This design comes from an exercise in tuning for small area, a short achievable clock period and few clock cycles per item on the open sky130 flow, not from production work.
In this exercise RTL edits were held to simulation tests only and were not proved equivalent to the original.
The clock port is modelled as an ideal driver; clocking choices that lean on that would not hold on a real chip.
No activity file was given, so power comes from the tool's default toggle rates.

Design lru_block_cache_directory, start of the top module:
module lru_block_cache_directory (
    input  wire logic                          i_clk,
    input  wire logic                          i_rst_n,
    input  wire logic                          i_in_valid,
    output logic                               o_in_stall,
    input  wire logic [lrud_pkg::KIND_W-1:0]   i_kind,
    input  wire logic [lrud_pkg::BLOCK_W-1:0]  i_block_number,
    input  wire logic                          i_insert_dirty,
    output logic                               o_out_valid,
    input  wire logic                          i_out_stall,
    output logic                               o_hit,
    output logic      [lrud_pkg::OWAY_W-1:0]   o_way,
    output logic                               o_evicted,
    output logic      [lrud_pkg::BLOCK_W-1:0]  o_evicted_block,
    output logic                               o_evicted_dirty,
    output logic      [lrud_pkg::TOTAL_W-1:0]  o_hit_total,
    output logic      [lrud_pkg::TOTAL_W-1:0]  o_miss_total,
    input  wire logic                          psel,
    input  wire logic                          penable,
    input  wire logic                          pwrite,
    input  wire logic [lrud_pkg::ADDR_W-1:0]   paddr,
    input  wire logic [lrud_pkg::DATA_W-1:0]   pwdata,
    output logic      [lrud_pkg::DATA_W-1:0]   prdata,
    output logic                               pready
);
Settings: LEC_CHECK=0, CAP_MARGIN=20, CORE_MARGIN=2, CORE_UTILIZATION=75, CTS_CLUSTER_DIAMETER=80, CTS_CLUSTER_SIZE=20, PLACE_DENSITY=0.82, SLEW_MARGIN=20, TNS_END_PERCENT=5; clock period 13.0 ns.
standard.sh (not shown) runs the stock make flow with config.mk's settings and CLKGATE_MAP_FILE= SYNTH_SCRIPT=/design/flow/synth_recipe.tcl, a recipe that flattens the netlist after the stock synthesis.
==> flow/flow/run.sh <==
#!/bin/bash
# Layout flow: the standard ORFS flow (standard.sh) with
#  - port buffers of buf_2 instead of the default choice, a slow delay buffer;
set -euo pipefail
export FLOW_CLOCK_PORT=i_clk
bash standard.sh \
    "BUFFER_PORTS_ARGS=-buffer_cell sky130_fd_sc_hd__buf_2" \
    SETUP_SLACK_MARGIN=9.5 \
    "PRE_CTS_TCL=$PWD/flow/cts_hook.tcl" \
    finish > flow_make.log 2>&1
==> flow/flow/cts_hook.tcl <==
set ::my_clock_port [expr {[info exists ::env(FLOW_CLOCK_PORT)] ? $::env(FLOW_CLOCK_PORT) : "i_clk"}]
rename clock_tree_synthesis my_orig_clock_tree_synthesis
proc clock_tree_synthesis {args} {
  my_orig_clock_tree_synthesis {*}$args
  set block [ord::get_db_block]
  set port_net [$block findNet $::my_clock_port]
  set loads {}
  foreach it [$port_net getITerms] { lappend loads $it }
  if {[llength $loads] != 1} {
    puts "cts_hook: clock port drives [llength $loads] pins, tree left as built"
    return
  }
  set root [[lindex $loads 0] getInst]
  set root_out [[$root findITerm X] getNet]
  set below {}
  foreach it [$root_out getITerms] {
    if {[$it getInst] ne $root} { lappend below $it }
  }
  if {[llength $below] > 4 || [llength [$root_out getBTerms]] > 0} {
    puts "cts_hook: root buffer drives [llength $below] pins, tree left as built"
    return
  }
  set root_name [$root getName]
  set root_out_name [$root_out getName]
  foreach it $below {
    set inst_name [[$it getInst] getName]
    set pin_name [[$it getMTerm] getName]
    disconnect_pin $root_out_name $inst_name/$pin_name
    connect_pin $::my_clock_port $inst_name/$pin_name
  }
  disconnect_pin $::my_clock_port $root_name/A
  delete_instance $root_name
  delete_net $root_out_name
  puts "cts_hook: removed root buffer $root_name; clock port now drives [llength $below] buffers"
}
Testbench counts at the start, summed over its fixed seeds: cycles 16,016, items 16,000.
Edit:
--- a/flow/config.mk
+++ b/flow/config.mk
@@ -8,8 +8,7 @@
 export CAP_MARGIN = 20
 export CORE_MARGIN = 2
-export CORE_UTILIZATION = 75
+export CORE_UTILIZATION = 60
 export CTS_CLUSTER_DIAMETER = 80
 export CTS_CLUSTER_SIZE = 20
-export PLACE_DENSITY = 0.82
 export SLEW_MARGIN = 20
 export TNS_END_PERCENT = 5
Flip-flop and latch count is unchanged.
Wire length goes down by 11%.
Area after synthesis stays the same.
Die area goes up by 24%.
Sequential share of layout area goes up by 0.37 points.
Via count goes down by 10%.
Register-to-register slack loses 0.10 ns.
Critical path depth does not change.
Sequential power hardly moves.
Cell area goes down by 0.69%.
Core utilization goes down by 18 points.
Edit:
==> flow/flow/run.sh (replaced) <==
#!/bin/bash
# Layout flow: the standard ORFS flow (standard.sh) with
#  - port buffers of buf_2 instead of the default choice, a slow delay buffer;
#  - SKIP_REPAIR_TIE_FANOUT, so the constant outputs share the synthesis's
#    single tie cell instead of one tie cell each;
set -euo pipefail
export FLOW_CLOCK_PORT=i_clk
bash standard.sh \
    "BUFFER_PORTS_ARGS=-buffer_cell sky130_fd_sc_hd__buf_2" \
    SETUP_SLACK_MARGIN=9.5 \
    SKIP_REPAIR_TIE_FANOUT=1 \
    "PRE_CTS_TCL=$PWD/flow/cts_hook.tcl" \
    finish > flow_make.log 2>&1
After rerunning: Clock-buffer cell count is unchanged; first-iteration DRC count is lower by 9.0%; wire length is lower by 0.66%; critical path depth is higher by 7; setup slack gets worse by 0.11 ns.

========
lru_block_cache_directory, a different RTL version from the one above (not shown whole).
Size in the first run: about 1800 cells after synthesis, ~460 flip-flops, about 180 I/O pins, about 0.022 sq mm of cells after synthesis.
==> flow/config.mk <==
export PLATFORM = sky130hd
export DESIGN_NAME = lru_block_cache_directory
export DESIGN_NICKNAME = lru_block_cache_directory
export VERILOG_FILES = /design/flow/design.v
export SDC_FILE = /design/flow/constraint.sdc
export NUM_CORES = 4
export LEC_CHECK = 0
export CAP_MARGIN = 20
export CORE_MARGIN = 2
export CORE_UTILIZATION = 60
export CTS_CLUSTER_DIAMETER = 80
export CTS_CLUSTER_SIZE = 20
export SLEW_MARGIN = 20
export TNS_END_PERCENT = 5
==> flow/constraint.sdc <==
create_clock -name core_clock -period 13.0 [get_ports {i_clk}]
set_input_delay 2.6000 -clock core_clock [delete_from_list [all_inputs] [get_ports {i_clk}]]
set_output_delay 2.6000 -clock core_clock [all_outputs]
set_load 0.01 [all_outputs]
==> flow/flow/run.sh <==
#!/bin/bash
# Layout flow: the standard ORFS flow (standard.sh) with
#  - port buffers of buf_2 instead of the default choice, a slow delay buffer;
#  - SKIP_REPAIR_TIE_FANOUT, so the constant outputs share the synthesis's
#    single tie cell instead of one tie cell each;
set -euo pipefail
export FLOW_CLOCK_PORT=i_clk
bash standard.sh \
    "BUFFER_PORTS_ARGS=-buffer_cell sky130_fd_sc_hd__buf_2" \
    SETUP_SLACK_MARGIN=9.5 \
    SKIP_REPAIR_TIE_FANOUT=1 \
    "PRE_CTS_TCL=$PWD/flow/cts_hook.tcl" \
    finish > flow_make.log 2>&1
==> flow/flow/cts_hook.tcl <==
# Sourced by ORFS's cts.tcl before clock_tree_synthesis (PRE_CTS_TCL): wraps
# clock_tree_synthesis so that, once the tree is built:
#  1. its root buffer is removed and the clock port drives the tree's
#     first-level buffers directly, so every register's clock arrives one
#     buffer stage sooner (the same for all of them);
set ::my_clock_port [expr {[info exists ::env(FLOW_CLOCK_PORT)] ? $::env(FLOW_CLOCK_PORT) : "i_clk"}]
set ::my_early_pattern {r0_req*}
rename clock_tree_synthesis my_orig_clock_tree_synthesis

proc my_center {iterms} {
  set sx 0; set sy 0; set n 0
  foreach it $iterms {
    set b [[$it getInst] getBBox]
    set sx [expr {$sx + ([$b xMin] + [$b xMax]) / 2}]
    set sy [expr {$sy + ([$b yMin] + [$b yMax]) / 2}]
    incr n
  }
  return [list [expr {$sx / $n}] [expr {$sy / $n}]]
}

proc clock_tree_synthesis {args} {
  my_orig_clock_tree_synthesis {*}$args
  set port $::my_clock_port
  set block [ord::get_db_block]
  set port_net [$block findNet $port]
  set loads [$port_net getITerms]
  if {[llength $loads] != 1} {
    puts "cts_hook: clock port drives [llength $loads] pins, tree left as built"
    return
  }
  set root [[lindex $loads 0] getInst]
  set root_out [[$root findITerm X] getNet]
  set mids {}
  foreach it [$root_out getITerms] {
    if {[$it getInst] ne $root} { lappend mids $it }
  }
  if {[llength $mids] > 2 || [llength [$root_out getBTerms]] > 0} {
    puts "cts_hook: root buffer drives [llength $mids] pins, tree left as built"
    return
  }
  set master [$root getMaster]
  foreach it $mids {
    $it disconnect
    $it connect $port_net
  }
  [$root findITerm A] disconnect
  odb::dbInst_destroy $root
  odb::dbNet_destroy $root_out
  # early leaves for the request register
  set early {}
  foreach inst [$block getInsts] {
    if {[string match $::my_early_pattern [$inst getName]]} {
      set ck [$inst findITerm CLK]
      if {$ck ne "NULL" && [$ck getNet] ne "NULL"} { lappend early $ck }
    }
  }
  set free [expr {4 - [llength [$port_net getITerms]]}]
  if {[llength $early] > 0 && $free > 0} {
    set keyed {}
    foreach it $early {
      set b [[$it getInst] getBBox]
      lappend keyed [list [$b xMin] $it]
    }
    set keyed [lsort -integer -index 0 $keyed]
    set groups [expr {min($free, 2)}]
    set per [expr {([llength $keyed] + $groups - 1) / $groups}]
    for {set g 0} {$g < $groups} {incr g} {
      set part {}
      foreach e [lrange $keyed [expr {$g * $per}] [expr {($g + 1) * $per - 1}]] { lappend part [lindex $e 1] }
      if {![llength $part]} continue
      set ni [odb::dbInst_create $block $master "clkbuf_early_${g}_$port"]
      set nn [odb::dbNet_create $block "clknet_early_${g}_$port"]
      $nn setSigType CLOCK
      [$ni findITerm A] connect $port_net
      [$ni findITerm X] connect $nn
      foreach it $part {
        $it disconnect
        $it connect $nn
      }
      lassign [my_center $part] cx cy
      $ni setLocation $cx $cy
      $ni setPlacementStatus PLACED
    }
  }
  global_connect
  puts "cts_hook: clock port drives [llength [$port_net getITerms]] buffers; [llength $early] registers on early leaves"
}
The first run finished clean.
Testbench counts at the start, summed over its fixed seeds: cycles 16,016, items 16,000.
Rerun with:
--- a/flow/flow/run.sh
+++ b/flow/flow/run.sh
@@ -4,2 +3,0 @@
-#  - SKIP_REPAIR_TIE_FANOUT, so the constant outputs share the synthesis's
-#    single tie cell instead of one tie cell each;
@@ -11 +8,0 @@
-    SKIP_REPAIR_TIE_FANOUT=1 \
--- a/flow/flow/cts_hook.tcl
+++ b/flow/flow/cts_hook.tcl
@@ -5,0 +6,6 @@
+#  2. the request register r0_req, which launches the directory's
+#     register-to-register paths (tag compare and state update), is clocked
+#     from two leaf buffers driven straight from the clock port, so its clock
+#     arrives one stage before the other registers'. That skew only helps
+#     paths between registers (from r0_req into the directory and the result
+#     registers); the paths from the input ports into r0_req lose it.
@@ -84,0 +91,12 @@
+  # stronger request register flip-flops
+  set sized 0
+  foreach inst [$block getInsts] {
+    if {[string match $::my_early_pattern [$inst getName]]} {
+      set m [[$inst getMaster] getName]
+      if {[regexp {^(sky130_fd_sc_hd__dfxtp)_[0-9]+$} $m -> base]} {
+        replace_cell [$inst getName] ${base}_4
+        incr sized
+      }
+    }
+  }
+  puts "cts_hook: $sized request register flip-flops set to drive 4"
Outcome: The changed run went through all stages and came out clean. First-iteration DRC count went up by 22%. Clock skew decreases by 0.0087 ns. Worst setup slack improved by 0.034 ns. Worst hold slack got worse by 0.020 ns. Final area increases by 0.90%. Sequential cell count stays the same. Cell count rises by 1.4%.
Rerun with:
--- a/flow/flow/run.sh
+++ b/flow/flow/run.sh
@@ -3,0 +4,2 @@
+#  - repair_timing limited to resizing, pin swaps, buffer removal and buffer
+#    insertion (no cloning or load splitting);
@@ -8,0 +11 @@
+    SETUP_MOVE_SEQUENCE=unbuffer,sizeup,swap,buffer \
--- a/flow/flow/cts_hook.tcl
+++ b/flow/flow/cts_hook.tcl
@@ -6,6 +5,0 @@
-#  2. the request register r0_req, which launches the directory's
-#     register-to-register paths (tag compare and state update), is clocked
-#     from two leaf buffers driven straight from the clock port, so its clock
-#     arrives one stage before the other registers'. That skew only helps
-#     paths between registers (from r0_req into the directory and the result
-#     registers); the paths from the input ports into r0_req lose it.
@@ -91,12 +84,0 @@
-  # stronger request register flip-flops
-  set sized 0
-  foreach inst [$block getInsts] {
-    if {[string match $::my_early_pattern [$inst getName]]} {
-      set m [[$inst getMaster] getName]
-      if {[regexp {^(sky130_fd_sc_hd__dfxtp)_[0-9]+$} $m -> base]} {
-        replace_cell [$inst getName] ${base}_4
-        incr sized
-      }
-    }
-  }
-  puts "cts_hook: $sized request register flip-flops set to drive 4"
=> The changed run finished clean; wire length went up by 0.49%; cell count went up by 0.42%; via count went up by 1.6%.
Rerun with:
--- a/flow/flow/run.sh
+++ b/flow/flow/run.sh
@@ -4,2 +3,0 @@
-#  - repair_timing limited to resizing, pin swaps, buffer removal and buffer
-#    insertion (no cloning or load splitting);
@@ -11 +8,0 @@
-    SETUP_MOVE_SEQUENCE=unbuffer,sizeup,swap,buffer \
Outcome: Synthesized cell count is unchanged. Design area decreases by about 0.7%. Cell count decreases by 0.42%. Die area is unchanged. Total power is unchanged. Sequential power stays flat. Critical path depth stays the same.

[afterwards: timing with drivers on the ports]
No port has a modelled driver above. Below, the same layouts with a new extraction and two added sets of constraints. Step 1 (the two cells are an assumption about what drives the block):
set clk [get_ports {i_clk}]
set_driving_cell -lib_cell sky130_fd_sc_hd__clkbuf_16 $clk
set_driving_cell -lib_cell sky130_fd_sc_hd__buf_2 [delete_from_list [all_inputs] $clk]
Step 2, shift: input delay + t, output delay - t, t = (earliest + latest rising clock arrival at the registers) / 2. This alone moves slack from input paths to output paths. Three values: no drivers, after step 1, after step 2; two values: the first two.
run	t, ns	setup WS [ns]	hold slack, ns	clock arrival spread, ns	pins driven straight from the clock port
the first run of note 1	0.514	9.226 / 9.155 / 8.871	0.464 / 0.464 / 0.464	0.019 / 0.019	2
the second run of note 1	0.512	9.298 / 9.222 / 9.111	0.460 / 0.460 / 0.460	0.020 / 0.019	2
the third run of note 1	0.513	9.183 / 9.183 / 8.787	0.457 / 0.457 / 0.457	0.043 / 0.042	2
the first run of note 2	0.410	9.328 / 9.230 / 9.061	0.343 / 0.342 / 0.342	0.314 / 0.314	4
the second run of note 2	0.415	9.362 / 9.262 / 9.195	0.323 / 0.322 / 0.322	0.305 / 0.305	4
the third run of note 2	0.419	9.370 / 9.266 / 9.187	0.370 / 0.369 / 0.369	0.302 / 0.302	4
the fourth run of note 2	0.420	9.367 / 9.264 / 9.189	0.360 / 0.360 / 0.360	0.309 / 0.310	4
In the first run of note 2, the second run of note 2, the third run of note 2 and the fourth run of note 2 the clock reaches the registers at very different times; t lies between them, and the last value is a rough guide only. For the third run of note 1, which loses most, drivers alone change the setup slack by 0.000 ns; drivers and shift together by -0.396 ns.
